What follows belongs to an exercise in optimizing a design on an open flow for small area; a production flow would make more cautious choices.
At most, simulation tests tie the RTL to the original design; equivalence was not proved.
For runs 1 to 3, only the layout was checked, not whether the RTL still works.
No activity file was given, so power comes from the tool's default toggle rates.

===== design/flow/design.v =====
`default_nettype none
package wvf_pkg;
  localparam int ADC_W = 12;
  localparam int LTC_W = 24;
  localparam int PRE_LEN = 4;
  localparam int POST_LEN_W = 5;
  localparam int LEN_W = 6;
  localparam int WORD_W = 32;
  localparam int BUF_DEPTH = 64;
  localparam int HDR_DEPTH = 12;
endpackage
`default_nettype wire
`default_nettype none
import wvf_pkg::*;
module wvf_acq_top
(
  input  logic                  lclk,
  input  logic                  lclk_rst,
  input  logic [ADC_W-1:0]      i_adc_sample,
  input  logic [ADC_W-1:0]      i_thresh,
  input  logic                  i_trig_en,
  input  logic                  i_sw_trig,
  input  logic [POST_LEN_W-1:0] i_post_len,
  input  logic                  i_rdout_ready,
  output logic                  o_rdout_valid,
  output logic [WORD_W-1:0]     o_rdout_word,
  output logic                  o_rdout_last
);
  localparam int HX_W = 1 + POST_LEN_W + (LTC_W - ADC_W);
  logic [LTC_W-1:0] ltc;
  logic [ADC_W-1:0] dly [PRE_LEN+1];
  logic             thresh_hit, trig_fire, trig_accept;
  logic             capt_busy, wr_en;
  logic [LEN_W-1:0] words_left;
  logic             store_en;
  logic [ADC_W-1:0] store_lo;
  always_ff @(posedge lclk) begin
    if (lclk_rst) ltc <= '0;
    else          ltc <= ltc + 1'b1;
  end
  logic hist_v1, hist_v5;    
  always_ff @(posedge lclk) begin
    dly[0] <= i_adc_sample;
    for (int i = 1; i <= PRE_LEN; i++) dly[i] <= dly[i-1];
  end
  always_ff @(posedge lclk) begin
    if (lclk_rst) begin
      hist_v1 <= 1'b0;
      hist_v5 <= 1'b0;
    end else begin
      hist_v1 <= 1'b1;
      if (ltc[2]) hist_v5 <= 1'b1;
    end
  end
  logic [6:0] pcnt;     
  logic       ret;      
  logic       pop;
  assign thresh_hit = i_trig_en && (i_adc_sample >= i_thresh) && (hist_v1 ? (dly[0] < i_thresh) : (i_thresh != 0));
  assign trig_fire  = thresh_hit || i_sw_trig;
  assign trig_accept = trig_fire && !capt_busy && !wr_en &&
                       ({1'b0, pcnt} + 8'(ret) + 8'(i_post_len) <= 8'(BUF_DEPTH - PRE_LEN - 1));
  always_ff @(posedge lclk) begin
    if (lclk_rst) begin
      capt_busy  <= 1'b0;
      words_left <= '0;
      wr_en      <= 1'b0;
    end else begin
      wr_en <= 1'b0;
      if (capt_busy) begin
        wr_en <= 1'b1;
        words_left <= words_left - 1'b1;
        if (words_left == LEN_W'(1)) capt_busy <= 1'b0;
      end else if (trig_accept) begin
        wr_en <= 1'b1;
        capt_busy <= 1'b1;
        words_left <= LEN_W'(PRE_LEN) + LEN_W'(i_post_len);
      end
    end
  end
  assign store_en = capt_busy || trig_accept;
  assign store_lo = capt_busy ? (hist_v5 ? dly[PRE_LEN] : '0) : ltc[ADC_W-1:0];
  logic [ADC_W-1:0] mem [BUF_DEPTH];
  logic [HX_W-1:0]  hmem [HDR_DEPTH];
  logic [3:0]       hcnt;
  always_ff @(posedge lclk) begin
    if (store_en) begin
      mem[0] <= store_lo;
      for (int i = 1; i < BUF_DEPTH; i++) mem[i] <= mem[i-1];
    end
  end
  always_ff @(posedge lclk) begin
    if (trig_accept) begin
      hmem[0] <= {i_sw_trig, i_post_len, ltc[LTC_W-1:ADC_W]};
      for (int i = 1; i < HDR_DEPTH; i++) hmem[i] <= hmem[i-1];
    end
  end
  logic [ADC_W-1:0] head_lo;
  logic [HX_W-1:0]  head_hx;
  always_comb begin
    head_lo = '0;
    for (int i = 0; i < BUF_DEPTH; i++)
      if (pcnt == 7'(i + 1)) head_lo = head_lo | mem[i];
    head_hx = '0;
    for (int i = 0; i < HDR_DEPTH; i++)
      if (hcnt == 4'(i + 1)) head_hx = head_hx | hmem[i];
  end
  logic             out_valid, out_last, out_kind;
  logic [ADC_W-1:0] out_lo;
  logic [HX_W:0]    out_hx;      
  logic [LEN_W-1:0] samp_left;
  logic             is_hdr, hdr_pop;
  logic [LEN_W-1:0] head_n;
  assign is_hdr  = (samp_left == '0);
  assign pop     = (pcnt > 7'(wr_en)) && (!out_valid || i_rdout_ready);
  assign hdr_pop = pop && is_hdr;
  assign head_n  = LEN_W'(PRE_LEN) + LEN_W'(head_hx[HX_W-2 -: POST_LEN_W]);
  always_ff @(posedge lclk) begin
    if (lclk_rst) begin
      pcnt <= '0;
      hcnt <= '0;
      ret  <= 1'b0;
    end else begin
      pcnt <= pcnt + 7'(store_en) - 7'(pop);
      hcnt <= hcnt + 4'(trig_accept) - 4'(hdr_pop);
      ret  <= pop;
    end
  end
  always_ff @(posedge lclk) begin
    if (lclk_rst) begin
      out_valid <= 1'b0;
      out_last  <= 1'b0;
      samp_left <= '0;
    end else if (pop) begin
      out_valid <= 1'b1;
      if (is_hdr) begin
        samp_left <= head_n;
        out_last  <= 1'b0;
      end else begin
        samp_left <= samp_left - 1'b1;
        out_last  <= (samp_left == LEN_W'(1));
      end
    end else if (out_valid && i_rdout_ready) begin
      out_valid <= 1'b0;
      out_last  <= 1'b0;
    end
  end
  always_ff @(posedge lclk) begin
    if (pop) begin
      out_lo   <= head_lo;
      out_kind <= is_hdr;
      out_hx   <= is_hdr ? {head_hx[HX_W-1], head_n, head_hx[LTC_W-ADC_W-1:0]} : '0;
    end
  end
  assign o_rdout_valid = out_valid;
  assign o_rdout_word  = {out_kind, out_hx, out_lo};
  assign o_rdout_last  = out_last;
endmodule
`default_nettype wire

===== design/flow/run.sh =====
#!/bin/bash
# synth_recipe.tcl (not shown) runs the flow's synth.tcl, then flattens the netlist and writes it again
# the make line also repeats each setting of config.mk as NAME=value (left out here)
make -C /OpenROAD-flow-scripts/flow DESIGN_CONFIG=/design/flow/config.mk WORK_HOME=/design/flow/orfs CLKGATE_MAP_FILE= SYNTH_SCRIPT=/design/flow/synth_recipe.tcl finish

===== design/flow/config.mk =====
export PLATFORM = sky130hd
export DESIGN_NAME = wvf_acq_top
export DESIGN_NICKNAME = wvf_acq_top
export VERILOG_FILES = /design/flow/design.v
export SDC_FILE = /design/flow/constraint.sdc
export NUM_CORES = 4
export LEC_CHECK = 0
export CAP_MARGIN = 20
export CORE_MARGIN = 2
export CORE_UTILIZATION = 40
export CTS_BUF_LIST = sky130_fd_sc_hd__clkbuf_4
export SLEW_MARGIN = 20

===== design/flow/constraint.sdc =====
create_clock -name core_clock -period 8.0 [get_ports {lclk}]
set_input_delay 1.6000 -clock core_clock [delete_from_list [all_inputs] [get_ports {lclk}]]
set_output_delay 1.6000 -clock core_clock [all_outputs]
set_load 0.01 [all_outputs]

==> summary.txt, run 1 <==
H-tree lvl count 5; register area 32790 um^2; register area share after synthesis about four fifths; # setup viols final 0; Syn Inst Count roughly 2.4k; area taken by multi-input logic gates 8359 um^2; CTS Hold Buffers Added 0; CP Cell Sequence clkdlybuf4s50_1 -> fa_1 -> inv_1 -> fa_1 -> nor2b_1 -> o2111ai_1 -> and3_1 -> o221ai_1 -> nor4b_2 -> or2_4 -> ha_1 -> fa_1 -> nor2b_1 -> o21ai_0 -> and2_1 -> or2_2 -> a21oi_1 -> or3_1 -> a21oi_1; period utilization 61.73%; Nets 2899; Final Cell Area 48210 um^2; Total GRT Usage around a quarter; vias per cell 6.066; Post-DP Area 44540 um^2; Max Root-Sink Buffers 4; Buf/Inv on CP 2; EDFF count, synth 1016; Crit path arrival time 5.90 ns; Setup Buffers After CTS 0; layout cells sized above 1 20.29%; Core Area between 100000 and 150000 um^2; worst-margin pin slew 1.311 ns; largest net degree at the start of global routing between 200 and 250; Finished Layout Cells ~4.4k; cell taking the most area after synthesis edfxtp_1; Yosys top cell area share approximately 73%; synth top area cells edfxtp_1 73%, dfxtp_1 5.5%, a22oi_1 3.2%, a22o_1 2.3%, a221oi_1 2.2%; remaining antenna violation count 0; Worst path slowest cell clkdlybuf4s50_1; die area 106700 um^2; vias in the first global route 26.22k; Post-DP HPWL 77200 um; Worst Skew 0.1468 ns; total leakage power around 16 nW; Worst Path Required 8.96 ns; Clock transition at path regs 0.06 ns; worst-path maximum fanout 25; Placer Congestion slightly above 0.9; number of fill cells in the layout 8954; CTS Root Cell clkbuf_4; commonest cells after routing, fill and taps aside 1016 x edfxtp_1, 442 x clkbuf_4, 176 x a22oi_1, 113 x dfxtp_1, 111 x a22o_1; Mapped Avg Cell Area 17.05 um^2; CTS tree yes; Mapped Area 41660 um^2; via count 26.55k; Iter 0 DRT Violations ~4.2k; first-pass GRT wire length 181400 um; Post-Syn Nets 2543; overall power 0.02039 W; die height between 300 and 400 um; #FFs+latches synth approximately 1.1k; Async SR Flop Fraction 0%; critical path launch point i_post_len[0]; drt wl/cell slightly below 30 um; DR DRC count 0; Max-cap violations 0; placed cell count 3870; Max stage delay on crit path 0.48 ns; crit path launch type input port; io pins 68; Worst slew margin approximately an eighth; Cell variety after synth between 70 and 80; CP dominant cell by count fa_1; clk sinks 1130; Final Max Slew Viols 0; port bufs 67; Skew-Pair Late Insertion Delay 1.19 ns; Worst VDD drop 0.4071 mV; most used flip-flop cell after synthesis edfxtp_1; most common cell after layout, fill and taps aside edfxtp_1; unrepaired setup endpoints after global routing no; PwrDens about 420 nW/um^2; total detailed-routing wirelength 128400 um; Area Growth Syn to Fin 15.73%; hold_sp dly[3][9]$_DFF_P_; final hold violation count 0; initial antenna violation count 7; WS Path Type in2reg; CTS Buf Count 306; status complete, no violations; Pre-Repair DR Iteration Count 6; worst min-delay path category reg2reg; Yosys warnings 4; Initial Util 40.31%; grt total ovfl 0; Critical R2R Launch pcnt[0]$_SDFF_PP0_; die width ~330 um; fmax 202.5 MHz; cell family with most CP delay simple AND/OR/NAND/NOR gates; post-layout min period between 4 and 5 ns; Critical Path End Type flop; row cnt 118; Resize count post-CTS 0
[layer usage]
layer	up-vias	part of all wire, %	global-route usage (%)	wire (um)
met5	-	0.018	0	23
met4	4	4.0	10.68	5134
met2	1961	44	34.52	56900
met3	356	13	6.910	16950
met1	13355	38	32.49	49380
li1	10870	-	-	-
[where the power goes]
group / switching [W] / internal (W)
Combinational: 0.00286 / 0.00104
Clock: 0.00235 / 0.00261
Sequential: 0.00143 / 0.0101
Total: 0.00663 / 0.0138
[worst register-to-register path: stages, from the launching register on]
cell	delay, ns
dfxtp_1	0.85
fa_1	0.35
inv_1	0.06
fa_1	0.40
nor2b_1	0.13
o2111ai_1	0.14
a21oi_1	0.17
o221ai_1	0.15
nor4b_2	0.37
or2_4	0.48
ha_1	0.30
fa_1	0.20
nor2b_1	0.18
o21ai_0	0.09
and2_1	0.18
or2_2	0.27
a21oi_1	0.18
or3_1	0.13
a21oi_1	0.06
[synthesized netlist by cell type (all sizes together) (5+ instances only)]
cell type  count
a21oi         29
a221o         17
a221oi       106
a222oi        32
a22o         111
a22oi        176
a31oi         13
and2          11
and3          20
and4           9
buf           23
clkbuf        93
dfxtp        114
edfxtp      1016
ha            62
inv           56
mux2           5
mux2i         16
nand2        100
nand3         33
nand4         53
nor2         101
nor2b         14
nor3          45
nor3b          5
nor4          14
o21ai         50
o31ai          5
or3            8
or4            9
xnor2         21
xor2          11
[final cells by class]
class / count / share of cell area [%]
Antenna cell: 9 / 0.04672
Clock buffer: 442 / 6.883
Clock inverter: 54 / 0.5995
Inverter: 60 / 0.4672
Multi-Input combinational cell: 1137 / 17.34
Sequential cell: 1130 / 68.02
Tap cell: 1380 / 3.582
Timing Repair Buffer: 164 / 3.062
[registers in the layout (all words and copies together) (netlist names)]
signal      flops
mem           768
hmem          216
dly            60
ltc            24
out_hx         19
out_lo         12
pcnt            7
samp_left       6
words_left      6
hcnt            4
capt_busy       1
hist_v1         1
hist_v5         1
out_kind        1
out_last        1
out_valid       1
ret             1
wr_en           1
[per-stage QoR]
stage | setup TNS (ns) | hold slack, ns | util [%] | worst slack [ns]
5_1_grt | 0 | 0.3259 | 46.64 | 2.822
3_5_place_dp | 0 | 0.3121 | 43.10 | 1.935
4_1_cts | 0 | 0.3247 | 46.59 | 3.160
3_3_place_gp | 0 | 0.3097 | 43.10 | 2.132
6_report | 0 | 0.3171 | 46.65 | 3.061
2_1_floorplan | -0.2488 | 0.3096 | - | -0.2488
[final timing paths]
kind | depth (start not counted) | slack [ns] | to
worst max register to register | 18 | 3.18 | pcnt[6]$_SDFF_PP0_
worst max-delay path | 19 | 3.06 | pcnt[6]$_SDFF_PP0_
worst min register to register | 0 | 0.32 | dly[4][9]$_DFF_P_
worst min-delay path | 0 | 0.32 | dly[4][9]$_DFF_P_
[kinds of logic after synthesis]
kind of cell    share of synthesized area (%)
simple gates                            5.352
compound gates                          10.94
flops                                   78.71
buf+inv                                 1.688
mux                                    0.5736
xor+xnor                               0.6728
fa+ha+maj                               2.054
==> run 2: changes to the inputs <==
--- a/design/flow/config.mk
+++ b/design/flow/config.mk
@@ -10,3 +10,5 @@
 export CORE_UTILIZATION = 40
-export CTS_BUF_LIST = sky130_fd_sc_hd__clkbuf_4
+export CTS_BUF_LIST = sky130_fd_sc_hd__clkbuf_8
+export CTS_CLUSTER_DIAMETER = 60
+export CTS_CLUSTER_SIZE = 16
 export SLEW_MARGIN = 20
==> run 2 against run 1 <==
Critical path depth unchanged. Register-to-register slack lost 0.10 ns. Largest power group unchanged. Global-route usage shrank 0.67 points. Core utilization down 1.6 points. Area after synthesis did not move. Setup slack lost 0.40 ns. Largest cell class unchanged. Still clean. Via count is 5.5% lower. Synthesized cell count unchanged. Wire length is 2.3% lower. Clock-buffer cell count fell by 344.
==> summary.txt, run 2 <==
status complete, no violations; CTS Hold Buffers Added 0; Async SR Flop Fraction 0%; Max stage delay on crit path 0.49 ns; max reg flops ~770; die width ~330 um; initial antenna violation count 3; CP Capture Point pcnt[6]$_SDFF_PP0_; Post-DP HPWL between 70000 and 80000 um; Skew-Pair Late Insertion Delay 0.81 ns; CP Cell Sequence clkdlybuf4s50_1 -> fa_1 -> inv_1 -> fa_1 -> nor2b_1 -> o2111ai_1 -> and3_1 -> o221ai_1 -> nor4b_2 -> or2_4 -> ha_1 -> fa_1 -> nor2b_1 -> o21ai_0 -> and2_1 -> or2_2 -> a21oi_1 -> or3_1 -> a21oi_1; Setup Buffers After CTS 0; Worst Path Required 8.60 ns; total leakage power between 10 and 15 nW; commonest cells after routing, fill and taps aside 1016 x edfxtp_1, 176 x a22oi_1, 113 x dfxtp_1, 111 x a22o_1, 105 x a221oi_1; post-synthesis compound-gate area fraction 10.94%; Placer Congestion 0.9161; first-pass GRT wire length 176000 um; Worst slew margin 17.92%; Max Root-Sink Buffers 3; Critical Path End Type flop; Finished Layout Cells 4027; unrepaired setup endpoints after global routing no; CTS tree yes; row cnt 118; Worst R2R Setup Slack 3.08 ns; Resize count post-CTS 0; worst-path maximum fanout 25; Post-DP Area 44540 um^2; post-synthesis mux area share less than 1%; CTS Root Cell clkbuf_8; final hold violation count 0; Buf/Inv on CP 2; Levels on crit path 19; Iter 0 DRT Violations ~4.2k; cell family with most CP delay simple AND/OR/NAND/NOR gates; clk sinks 1130; Yosys top cell area share 73.24%; critical path launch point i_post_len[0]; cell taking the most area after synthesis edfxtp_1; Area Growth Syn to Fin 11.73%; count leader, synth edfxtp_1; PwrDens ~400 nW/um^2; Syn Inst Count 2443; Pre-Repair DR Iteration Count 6; register area share after synthesis about four fifths; worst min-delay path category reg2reg; layout cells sized above 1 10.88%; grt total ovfl 0; remaining antenna violation count 0; main combinational cell family by area after synthesis compound AO/OA/AOI/OAI gates; worst-margin pin slew 1.231 ns; # setup viols final 0; Commonest cells post-synth 1016 x edfxtp_1, 176 x a22oi_1, 114 x dfxtp_1; crit path launch type input port; post-layout min period 5.336 ns; Total GRT Usage between 20% and 30%; worst flop-to-flop path endpoint pcnt[6]$_SDFF_PP0_; most used flip-flop cell after synthesis edfxtp_1; biggest regs mem: 768 flops, hmem: 216 flops, dly: 60 flops; fmax 187.4 MHz; most common cell after layout, fill and taps aside edfxtp_1; placed cell count 3870; largest reg by FF count mem; post-synthesis xor/xnor area fraction 0.6728%; #FFs+latches synth 1130; Nets 2687; simple-gate portion of the synthesized area 5.352%; port bufs 67; pre-CTS setup slack 1.935 ns; Crit path arrival time 5.93 ns; Cell variety after synth 73; vias in the first global route 24.30k; Critical R2R Launch pcnt[0]$_SDFF_PP0_; Initial Util between 40% and 50%; synth top area cells edfxtp_1 73%, dfxtp_1 5.5%, a22oi_1 3.2%, a22o_1 2.3%, a221oi_1 2.2%; Core Area around 100000 um^2; Clock transition at path regs 0.09 ns; Register-to-Register Path Depth 18; EDFF count, synth just over 1k; WS Path Type in2reg; drt wl/cell 31.15 um; total detailed-routing wirelength ~130000 um; Worst Skew 0.1016 ns; die area 106700 um^2; Worst path slowest cell clkdlybuf4s50_1; period utilization approximately 67%; die height 326.7 um; Max-cap violations 0; CP dominant cell by count fa_1; Worst VDD drop approximately 0.37 mV; Final Cell Area 46540 um^2; Yosys warnings 4; vias per cell 6.228; io pins 68; setup slack after layout ~2.7 ns; Final Max Slew Viols 0; H-tree lvl count 3; via count 25.08k; Post-Syn Nets 2543; Mapped Area 41660 um^2; Mapped Avg Cell Area 17.05 um^2; CTS Buf Count 94; largest net degree at the start of global routing roughly 220; Synth Area in Adders under 10%; DR DRC count 0
## run 2: cell counts after synthesis
Identical to the previous run, type by type.
## run 2: worst min-delay path by stage
stage                               endpoint          startpoint  slack [ns]  depth (start not counted)
final                      dly[4][9]$_DFF_P_   dly[3][9]$_DFF_P_        0.32                          0
after detailed placement   dly[2][4]$_DFF_P_   dly[1][4]$_DFF_P_        0.31                          0
after global routing       dly[4][9]$_DFF_P_   dly[3][9]$_DFF_P_        0.34                          0
after global placement    dly[2][11]$_DFF_P_  dly[1][11]$_DFF_P_        0.31                          0
after floorplan            dly[2][0]$_DFF_P_   dly[1][0]$_DFF_P_        0.31                          0
after CTS                  dly[4][9]$_DFF_P_   dly[3][9]$_DFF_P_        0.32                          0
## run 2: final cells by class
class | instances | area (um^2)
fill | 8964 | 56800
sequential | 1130 | 32790
multi-input combinational | 1137 | 8359
tap | 1380 | 1727
timing repair buffer | 164 | 1476
clock buffer | 98 | 1349
clock inverter | 57 | 613.1
inverter | 60 | 225.2
antenna | 1 | 2.502
## run 2: layer usage
layer | GRT usage [%] | wire length [um] | vias up
met1 | 32.36 | 48820 | 12778
met4 | 9.095 | 5440 | 2
li1 | - | - | 10214
met5 | 0 | 11 | -
met3 | 5.617 | 15990 | 310
met2 | 34.05 | 55180 | 1777
## run 2: kinds of logic (layout without fill, tap and decap cells)
logic type               count (synthesis)  in the layout
XOR/XNOR                                32             32
other                                    0              1
buffers and inverters                  176            379
AND/OR/NAND/NOR                        440            440
flip-flops                            1130           1130
AO/OA/AOI/OAI                          577            577
multiplexers                            22             22
adder cells (fa/ha/maj)                 66             66
## run 2: report_power, final
part           switching, W  leakage, nW  internal [W]
Sequential          0.00142         10.1        0.0101
Clock               0.00203         1.04       0.00148
Combinational       0.00286         3.72       0.00104
Total               0.00632         14.8        0.0126
## run 2: worst reg2reg max path: stages (launching register included)
cell and delay (ns):
dfxtp_1 0.87, fa_1 0.35, inv_1 0.07, fa_1 0.41, nor2b_1 0.13, o2111ai_1 0.14
a21oi_1 0.17, o221ai_1 0.15, nor4b_2 0.37, or2_4 0.48, ha_1 0.29, fa_1 0.20
nor2b_1 0.19, o21ai_0 0.09, and2_1 0.18, or2_2 0.27, a21oi_1 0.19, or3_1 0.13
a21oi_1 0.06
## run 2: stage by stage
step	setup TNS (ns)	hold slack [ns]	power, W	util [%]
2_1_floorplan	-0.2488	0.3096	0.01356	-
3_3_place_gp	0	0.3097	0.01520	43.10
6_report	0	0.3203	0.01893	45.04
5_1_grt	0	0.3352	0.01965	45.04
3_5_place_dp	0	0.3121	0.01541	43.10
4_1_cts	0	0.3249	0.01890	45.00
==> run 3: changes to the inputs <==
--- a/design/flow/config.mk
+++ b/design/flow/config.mk
@@ -10,5 +10,5 @@
 export CORE_UTILIZATION = 40
-export CTS_BUF_LIST = sky130_fd_sc_hd__clkbuf_8
+export CTS_BUF_LIST = sky130_fd_sc_hd__clkbuf_16
 export CTS_CLUSTER_DIAMETER = 60
-export CTS_CLUSTER_SIZE = 16
+export CTS_CLUSTER_SIZE = 30
 export SLEW_MARGIN = 20
==> run 3 against run 2 <==
Clock skew shrank 0.042 ns. Sequential cell count is the same. Non-clock buffer count increased by 1. Final cell count is 0.15% higher. Still clean on timing, DRC and antenna. Core utilization increased by 1.3 points. First-iteration DRC count increased by 2.5%. Largest cell class unchanged.
==> summary.txt, run 3 <==
Finished Layout Cells 4033; CTS Root Cell clkbuf_16; first-pass GRT wire length 176500 um; total leakage power 15.38 nW; CP Cell Sequence clkdlybuf4s50_1 -> fa_1 -> inv_1 -> fa_1 -> nor2b_1 -> o2111ai_1 -> and3_1 -> o221ai_1 -> nor4b_2 -> or2_4 -> ha_1 -> fa_1 -> nor2b_1 -> o21ai_0 -> and2_1 -> or2_2 -> a21oi_1 -> or3_1 -> a21oi_1; Yosys warnings 4; WHS 0.3244 ns; fmax 186.4 MHz; largest net degree at the start of global routing 219; # setup viols final 0; post-layout min period 5.365 ns; Total GRT Usage 22.93%; CTS Buf Count 86; vias in the first global route 24.25k; CTS Hold Buffers Added 0; CTS tree yes; DR DRC count 0; grt total ovfl 0; initial antenna violation count 0; layout cells sized above 1 11.62%; remaining antenna violation count 0; Nets between 2k and 3k; Max stage delay on crit path 0.49 ns; io pins 68; Async SR Flop Fraction 0%; register area share after synthesis 78.71%; clk sinks between 1k and 1.5k; Commonest cells post-synth 1016 x edfxtp_1, 176 x a22oi_1, 114 x dfxtp_1; Skew-Pair Late Insertion Delay 0.69 ns; Mapped Avg Cell Area between 15 and 20 um^2; Initial Util about two fifths; Final Max Slew Viols 0; EDFF count, synth 1016; Post-Syn Nets approximately 2.5k; cell taking the most area after synthesis edfxtp_1; via count roughly 25k; die width 326.7 um; largest reg by FF count mem; overall power roughly 0.020 W; max reg flops 768; Buf/Inv on CP 2; Worst path slowest cell clkdlybuf4s50_1; status complete, no violations; worst-margin pin slew around 1.3 ns; unrepaired setup endpoints after global routing no; Post-DP HPWL 77200 um; drt wl/cell around 31 um; WS Path Type in2reg; die area 106700 um^2; period utilization 67.06%; count leader, synth edfxtp_1; cell family with most CP delay simple AND/OR/NAND/NOR gates; placed cell count 3870; Yosys top cell area share 73.24%; Setup Buffers After CTS 0; Core Area 103300 um^2; Crit path arrival time 5.89 ns; final hold violation count 0; crit path launch type input port; commonest cells after routing, fill and taps aside 1016 x edfxtp_1, 176 x a22oi_1, 113 x dfxtp_1, 111 x a22o_1, 105 x a221oi_1; Worst Path Required 8.53 ns; Iter 0 DRT Violations roughly 4.3k; port bufs 67; Worst Skew 0.05966 ns; CP dominant cell by count fa_1; Mapped Area 41660 um^2; Max Root-Sink Buffers 3; Placer Congestion roughly 0.9; PwrDens 423.4 nW/um^2; Critical Path End Type flop; H-tree lvl count 3; Area Growth Syn to Fin 14.93%; Clock transition at path regs 0.08 ns; Syn Inst Count 2443; most common cell after layout, fill and taps aside edfxtp_1; Worst R2R Setup Slack 3.14 ns; worst-path maximum fanout 25; #FFs+latches synth around 1.1k; row cnt 118; Pre-Repair DR Iteration Count 10; Cell variety after synth 73; vias per cell 6.269; Max-cap violations 0; Worst VDD drop 0.4202 mV; most used flip-flop cell after synthesis edfxtp_1; die height 326.7 um; synth top area cells edfxtp_1 73%, dfxtp_1 5.5%, a22oi_1 3.2%, a22o_1 2.3%, a221oi_1 2.2%; worst min-delay path category reg2reg; Worst slew margin between 10% and 20%; Resize count post-CTS 0; total detailed-routing wirelength ~130000 um; biggest regs mem: 768 flops, hmem: 216 flops, dly: 60 flops
-- run 3: stage by stage --
stage | util [%] | cell area [um^2] | worst slack [ns] | TNS (ns)
after global routing | 46.32 | 47870 | 2.350 | 0
after floorplan | - | 41670 | -0.2488 | -0.2488
after global placement | 43.10 | 44540 | 2.132 | 0
after CTS | 46.26 | 47810 | 2.657 | 0
after detailed placement | 43.10 | 44540 | 1.935 | 0
final | 46.33 | 47880 | 2.635 | 0
-- run 3: report_power, final --
part	total [W]	switching (W)	internal, W
clock	0.00483	0.00254	0.00229
sequential	0.0115	0.00143	0.0101
combinational	0.00394	0.00287	0.00106
-- run 3: path summary, 6_finish.rpt --
| path | cells past startpoint | endpoint | start |
|---|---|---|---|
| worst max-delay path | 19 | pcnt[6]$_SDFF_PP0_ | i_post_len[0] |
| worst min-delay path | 0 | dly[4][9]$_DFF_P_ | dly[3][9]$_DFF_P_ |
| worst max register to register | 18 | pcnt[6]$_SDFF_PP0_ | pcnt[0]$_SDFF_PP0_ |
| worst min register to register | 0 | dly[4][9]$_DFF_P_ | dly[3][9]$_DFF_P_ |
-- run 3: kinds of logic after synthesis --
family	Yosys count	share of synthesized area, %
adder cells (fa/ha/maj)	66	2.054
AO/OA/AOI/OAI	577	10.94
AND/OR/NAND/NOR	440	5.352
XOR/XNOR	32	0.6728
buffers and inverters	176	1.688
multiplexers	22	0.5736
flip-flops	1130	78.71
-- run 3: routing by layer --
metal,vias to the layer above,GRT usage (%),wire length [um]
met5,-,0,0
met4,0,8.915,5523
met3,316,5.064,15740
met2,1790,34.06,55010
met1,12918,32.92,49100
li1,10258,-,-
-- run 3: final cells by class --
cell class	instances	area [um^2]
tap	1380	1727
inverter	60	225.2
multi-input combinational	1137	8359
timing repair buffer	165	1504
sequential	1130	32790
fill	8795	55470
clock inverter	71	1062
antenna	2	5.005
clock buffer	88	2202
==> run 4: changes to the inputs <==
--- a/design/flow/design.v
+++ b/design/flow/design.v
@@ -40,14 +40,8 @@
   end
-  logic hist_v1, hist_v5;    
-  always_ff @(posedge lclk) begin
-    dly[0] <= i_adc_sample;
-    for (int i = 1; i <= PRE_LEN; i++) dly[i] <= dly[i-1];
-  end
   always_ff @(posedge lclk) begin
     if (lclk_rst) begin
-      hist_v1 <= 1'b0;
-      hist_v5 <= 1'b0;
+      for (int i = 0; i <= PRE_LEN; i++) dly[i] <= '0;
     end else begin
-      hist_v1 <= 1'b1;
-      if (ltc[2]) hist_v5 <= 1'b1;
+      dly[0] <= i_adc_sample;
+      for (int i = 1; i <= PRE_LEN; i++) dly[i] <= dly[i-1];
     end
@@ -57,3 +51,3 @@
   logic       pop;
-  assign thresh_hit = i_trig_en && (i_adc_sample >= i_thresh) && (hist_v1 ? (dly[0] < i_thresh) : (i_thresh != 0));
+  assign thresh_hit = i_trig_en && (i_adc_sample >= i_thresh) && (dly[0] < i_thresh);
   assign trig_fire  = thresh_hit || i_sw_trig;
@@ -80,3 +74,3 @@
   assign store_en = capt_busy || trig_accept;
-  assign store_lo = capt_busy ? (hist_v5 ? dly[PRE_LEN] : '0) : ltc[ADC_W-1:0];
+  assign store_lo = capt_busy ? dly[PRE_LEN] : ltc[ADC_W-1:0];
   logic [ADC_W-1:0] mem [BUF_DEPTH];
==> design/flow/config.mk (replaced) <==
export PLATFORM = sky130hd
export DESIGN_NAME = wvf_acq_top
export DESIGN_NICKNAME = wvf_acq_top
export VERILOG_FILES = /design/flow/design.v
export SDC_FILE = /design/flow/constraint.sdc
export NUM_CORES = 4
export LEC_CHECK = 0
export ABC_AREA = 1
export CAP_MARGIN = 20
export CORE_MARGIN = 2
export CORE_UTILIZATION = 60
export SLEW_MARGIN = 20
==> run 4 against run 3 <==
Wire length grew 2.4%. Area after synthesis grew 3.8%. Clock-buffer cell count grew 48. Largest cell class unchanged.
==> summary.txt, run 4 <==
Nets 3498; Yosys top cell area share 70.56%; period utilization 69.93%; Internal approximately 0.015 W; Cell variety after synth 47; worst-margin pin slew around 1.3 ns; die width between 200 and 300 um; count leader, synth edfxtp_1; post-layout min period 5.594 ns; # setup viols final 0; status complete, no violations; worst-path maximum fanout slightly below 90; unrepaired setup endpoints after global routing no; commonest cells after routing, fill and taps aside 1016 x edfxtp_1, 777 x nand2_1, 257 x inv_1, 240 x nor2_1, 115 x nand3_1; drt wl/cell 28.88 um; Worst Path Required 8.56 ns; Resize count post-CTS 0; most used flip-flop cell after synthesis edfxtp_1; switching fraction of total power 32.22%; die area 74230 um^2; CTS tree yes; port bufs between 60 and 70; Area Growth Syn to Fin 13.39%; Clock transition at path regs 0.06 ns; total leakage power 17.99 nW; Worst Skew 0.02767 ns; combinational share of power between 10% and 20%; number of fill cells in the layout 5037; Pre-Repair DR Iteration Count 8; Mapped Avg Cell Area 13.33 um^2; final hold violation count 0; cell taking the most area after synthesis edfxtp_1; Max-cap violations 0; vias per cell 6.362; Core Area 71360 um^2; largest reg by FF count mem; die height 272.5 um; CTS Root Cell clkbuf_16; biggest regs mem: 768 flops, hmem: 216 flops, dly: 60 flops; Max Root-Sink Buffers 3; Post-Syn Nets 3345; setup TNS 0 ns; Setup Buffers After CTS 0; register area share after synthesis 75.74%; vias in the first global route 26.94k; setup slack after layout 2.406 ns; crit path launch type input port; DR DRC count 0; largest net degree at the start of global routing roughly 200; worst min-delay path category reg2reg; CTS Buf Count 109; clock share of power about a quarter; most common cell after layout, fill and taps aside edfxtp_1; first-pass GRT wire length 182300 um; via count ~28k; CTS Hold Buffers Added 0; Yosys warnings 4; synth top area cells edfxtp_1 71%, nand2_1 6.8%, dfxtp_1 5.2%, inv_1 2.2%, nor2_1 2.2%; WS Path Type in2reg; Post-DP HPWL roughly 80000 um; PwrDens 456.6 nW/um^2; pre-CTS setup slack 1.830 ns; WHS 0.4014 ns; grt total ovfl 0; fmax 178.8 MHz; Worst VDD drop 0.6838 mV; remaining antenna violation count 0; total detailed-routing wirelength ~130000 um; switching power around 0.0072 W; clk sinks 1128; Total GRT Usage between 30% and 40%; Critical Path End Type flop; #FFs+latches synth 1128; Mapped Area 43240 um^2; Iter 0 DRT Violations 4779; max reg flops 768; Crit path arrival time 6.15 ns; Final Max Slew Viols 0; Worst slew margin 15.43%; Syn Inst Count around 3.2k; EDFF count, synth 1016; initial antenna violation count 4; Async SR Flop Fraction 0%; io pins 68; layout cells sized above 1 7.728%; sequential share of power just under 60%; Skew-Pair Late Insertion Delay 0.69 ns; Commonest cells post-synth 1016 x edfxtp_1, 778 x nand2_1, 259 x inv_1; row cnt 98; H-tree lvl count 3; Initial Util between 60% and 70%; Placer Congestion 0.9486
## run 4: cell count changes in the layout (fill, tap and decap cells not counted), moves of 28 or more
cell	change
nand2_1	+679
inv_1	+202
nor2_1	+141
a22oi_1	-101
nand3_1	+82
a221oi_1	-63
nand4_1	+51
a22o_1	-38
a222oi_1	-32
buf_4	-29
clkinv_1	+28
## run 4: worst paths after layout
kind                        startpoint                   end  slack (ns)  cells past startpoint
hold / removal    dly[3][1]$_SDFF_PP0_  dly[4][1]$_SDFF_PP0_        0.40                      2
setup / recovery         i_post_len[0]    pcnt[6]$_SDFF_PP0_        2.41                     25
setup reg to reg    pcnt[5]$_SDFF_PP0_    pcnt[6]$_SDFF_PP0_        2.96                     19
hold reg to reg   dly[3][1]$_SDFF_PP0_  dly[4][1]$_SDFF_PP0_        0.40                      2
## run 4: power groups by stage
stage,registers [W],logic [W],clock network (W)
5_1_grt,0.0132,0.00438,0.00563
4_1_cts,0.0129,0.00400,0.00542
2_1_floorplan,0.0126,0.00250,0
6_report,0.0129,0.00406,0.00538
3_3_place_gp,0.0128,0.00389,0
3_5_place_dp,0.0129,0.00399,0
## run 4: through the flow
step / cells / instance area, um^2 / power [W] / util [%]
2_1_floorplan: 3245 / 43260 / 0.01514 / -
3_5_place_dp: 4237 / 45290 / 0.01690 / 63.46
6_report: 4447 / 49030 / 0.02239 / 68.71
5_1_grt: 4444 / 49020 / 0.02322 / 68.70
4_1_cts: 4444 / 49020 / 0.02230 / 68.70
3_3_place_gp: 4236 / 45270 / 0.01671 / 63.44
## run 4: cell families (layout without fill, tap and decap cells)
kind of cell | count (synthesis) | after routing | share of synthesized area, %
and+or+nand+nor | 1347 | 1347 | 13.11
DFF | 1128 | 1128 | 75.74
buffers and inverters | 367 | 616 | 3.383
AOI/OAI and AO/OA | 330 | 330 | 5.640
adders and majority gates | 66 | 66 | 1.979
xor gates and xnor gates | 7 | 7 | 0.1418
other | 0 | 3 | 0
## run 4: worst max-delay path, stage by stage
cell and delay [ns]:
clkdlybuf4s50_1 0.48, fa_1 0.49, inv_1 0.09, fa_1 0.21, inv_1 0.07, nand2_1 0.06, nand2_1 0.06, nand2_1 0.06
nand2_1 0.04, nor2_1 0.09, nand2_1 0.06, nor2_1 0.08, nor2_1 0.04, nand2_1 0.35, nand2_8 0.53, ha_1 0.48
fa_1 0.39, inv_1 0.10, nor2_1 0.05, o21bai_1 0.15, a21oi_1 0.10, o21ai_0 0.16, nand2_1 0.10, o21ai_0 0.20
a21oi_1 0.06
## run 4: per-layer routing
| layer | wire length (um) | global-route usage (%) | part of all wire (%) |
|---|---|---|---|
| met1 | 49390 | 49.28 | 38 |
| met4 | 6410 | 14.86 | 5.0 |
| met2 | 54770 | 49.53 | 43 |
| met5 | 292 | 1.861 | 0.23 |
| met3 | 17580 | 10.39 | 14 |
## run 4: cell type report
class	count	area [um^2]	share of cell area, %
inverter	274	1032	2.105
multi-input combinational	1750	9075	18.51
tap	950	1189	2.424
sequential	1128	32750	66.80
clock buffer	136	2922	5.959
timing repair buffer	135	1242	2.534
clock inverter	71	812.0	1.656
antenna	3	7.507	0.01531

-- separate check: timing with driven ports --
In the flow no input, the clock included, has a driving cell. The finished layouts below were timed again as built, in two steps.
Step 1 (the two cells are an assumption about what drives the block):
set clk [get_ports {lclk}]
set_driving_cell -lib_cell sky130_fd_sc_hd__clkbuf_16 $clk
set_driving_cell -lib_cell sky130_fd_sc_hd__buf_2 [delete_from_list [all_inputs] $clk]
Step 2 times the ports against the registers' clock, not the clock port: input delays grow and output delays shrink by t, the midpoint of the rising clock arrivals with the driver on.
a / b / c = no drivers / after step 1 / after step 2; a / b = the first two.
run | t (ns) | setup slack, ns | worst data-port slew with drivers (ns)
run 1 | 1.180 | 3.061 / 3.098 / 1.918 | 0.04
run 2 | 0.827 | 2.664 / 2.700 / 1.873 | 0.04
run 3 | 0.735 | 2.635 / 2.676 / 1.941 | 0.04
run 4 | 0.750 | 2.406 / 2.455 / 1.705 | 0.05
After both steps every run listed still meets setup and hold. The setup slack of run 1, which loses most, moves by +0.037 ns with the drivers and by -1.143 ns with both steps.
